What follows belongs to an exercise in optimizing a design on an open flow for small area and a short achievable clock period; a production flow would make more cautious choices. RTL that was checked went through simulation tests only; none was proved equivalent to the original.

==> flow/design.v (excerpt) <==
module fetch_queue #(
  parameter int DEPTH = 16,
  parameter int XLEN  = 64
) (
  input  logic                     clk,
  input  logic                     rst,
  input  logic [XLEN-1:0]          in_instr1,
  input  logic [XLEN-1:0]          in_instr2,
  input  logic [XLEN-1:0]          in_instr3,
  input  logic [XLEN-1:0]          in_instr4,
  input  logic [XLEN-1:0]          in_target1,
  input  logic [XLEN-1:0]          in_target2,
  input  logic [XLEN-1:0]          in_target3,
  input  logic [XLEN-1:0]          in_target4,
  input  logic                     in_taken1,
  input  logic                     in_taken2,
  input  logic                     in_taken3,
  input  logic                     in_taken4,
  input  logic                     in_valid1,
  input  logic                     in_valid2,
  input  logic                     in_valid3,
  input  logic                     in_valid4,
  output logic                     in_ready,
  output logic                     fetch_stall,
  input  logic                     flush,
  output logic [XLEN-1:0]          out_instr1,
  output logic [XLEN-1:0]          out_instr2,
  output logic [XLEN-1:0]          out_target1,
  output logic [XLEN-1:0]          out_target2,
  output logic                     out_taken1,
  output logic                     out_taken2,
  output logic                     out_valid1,
  output logic                     out_valid2,
  input  logic                     dec_ready,
  output logic [$clog2(DEPTH):0]   count
);
clock: 6.0 ns
lec_check: 0
cap_margin: 30
core_margin: 2
core_utilization: 38
cts_cluster_diameter: 80
cts_cluster_size: 25
place_density: 0.5
setup_slack_margin: 3.8
slew_margin: 20
synth_hierarchical: 1
tns_end_percent: 0
standard.sh (not shown) runs the stock make flow with config.mk's settings and CLKGATE_MAP_FILE= SYNTH_SCRIPT=/design/flow/synth_recipe.tcl, a recipe that flattens the netlist after the stock synthesis.
==> flow/flow/run.sh <==
#!/bin/bash
# The standard layout, with three changes:
#  - plain buffers (instead of the delay-cell buffers buffer_ports picks by default) on the
#    input and output ports;
#  - sky130_fd_sc_hd__a222oi_1 (three series p-transistors, no stronger size to upsize to)
#    added to the platform's don't-use list, so synthesis maps the wide and-or muxes to
#    faster cells;
#  - MATCH_CELL_FOOTPRINT=0, so timing repair may size a cell up to a wider footprint.
set -euo pipefail
export BUFFER_PORTS_ARGS="-buffer_cell sky130_fd_sc_hd__buf_2"
platform_dont_use=$(sed -n '/^export DONT_USE_CELLS/,/^#/p' "$FLOW_HOME/platforms/sky130hd/config.mk" \
  | grep -o 'sky130_fd_sc_hd__[a-z0-9_]*' | tr '\n' ' ')
bash standard.sh "DONT_USE_CELLS=sky130_fd_sc_hd__a222oi_1 $platform_dont_use" MATCH_CELL_FOOTPRINT=0 finish > standard.log 2>&1
==> next run, changes <==
--- a/flow/design.v
+++ b/flow/design.v
@@ -56,23 +56,23 @@
   assign w_slot[0] = {in_taken1, in_target1, in_instr1};
   assign w_slot[1] = {in_taken2, in_target2, in_instr2};
   assign w_slot[2] = {in_taken3, in_target3, in_instr3};
   assign w_slot[3] = {in_taken4, in_target4, in_instr4};
   assign w_v       = {in_valid4, in_valid3, in_valid2, in_valid1};
   assign w_rdy = !(|r_coh[DEPTH:DEPTH-3]);
   assign w_v1  = !r_coh[0];
   assign w_v2  = !(r_coh[0] | r_coh[1]);
   assign w_v3  = !(r_coh[0] | r_coh[1] | r_coh[2]);
   assign w_v4  = !(r_coh[0] | r_coh[1] | r_coh[2] | r_coh[3]);
   assign w_env = {4{w_rdy}} & w_v;
-  localparam int NG = 2;
+  localparam int NG = 3;
   logic [NB*4-1:0]  w_sel [NG];        
   logic [NB*NR-1:0] w_we  [NG];        
   logic [6:0]       w_o1_sel [NG], w_o2_sel [NG];    
   logic [NH-1:0]    w_es [NG], w_os [NG];            
   logic [NB*NR-1:0] w_wrow;
   for (genvar b = 0; b < NB; b++) begin : g_wrow
     assign w_wrow[b*NR +: NR] = r_wrow[b];
   end
   for (genvar g = 0; g < NG; g++) begin : g_sel
     fetch_queue_sel u_sel (
       .v        (w_v),
=>
- The changed run finished clean
- synthesized area increases by 0.99%
- clock-buffer cell count increases by 2
- worst setup slack improved by 0.022 ns
- routed wire length went down by 3.6%
- cell area came out higher by 0.54%
The RTL of the second run of this note was laid out without a check of its function.

-- separate check: timing with driven ports --
No port has a modelled driver above. Below, the same layouts with a new extraction and two added sets of constraints.
Step 1 sets driving cells, clkbuf_16 on the clock port and buf_2 on the other inputs (assumed; they add their load-dependent delay and slew).
Step 2, shift: input delay + t, output delay - t, t = (earliest + latest rising clock arrival at the registers) / 2. This alone moves slack from input paths to output paths.
a / b / c = no drivers / after step 1 / after step 2; a / b = the first two.
run	t, ns	slack for setup (ns)	worst hold slack (ns)
the first run	0.939	3.252 / 3.252 / 2.356	0.513 / 0.513 / 0.513
the second run	0.955	3.274 / 3.188 / 2.233	0.516 / 0.516 / 0.516
After both steps setup and hold are still met in every run listed. The setup slack of the second run, which loses most, moves by -0.086 ns with the drivers and by -1.041 ns with both steps.
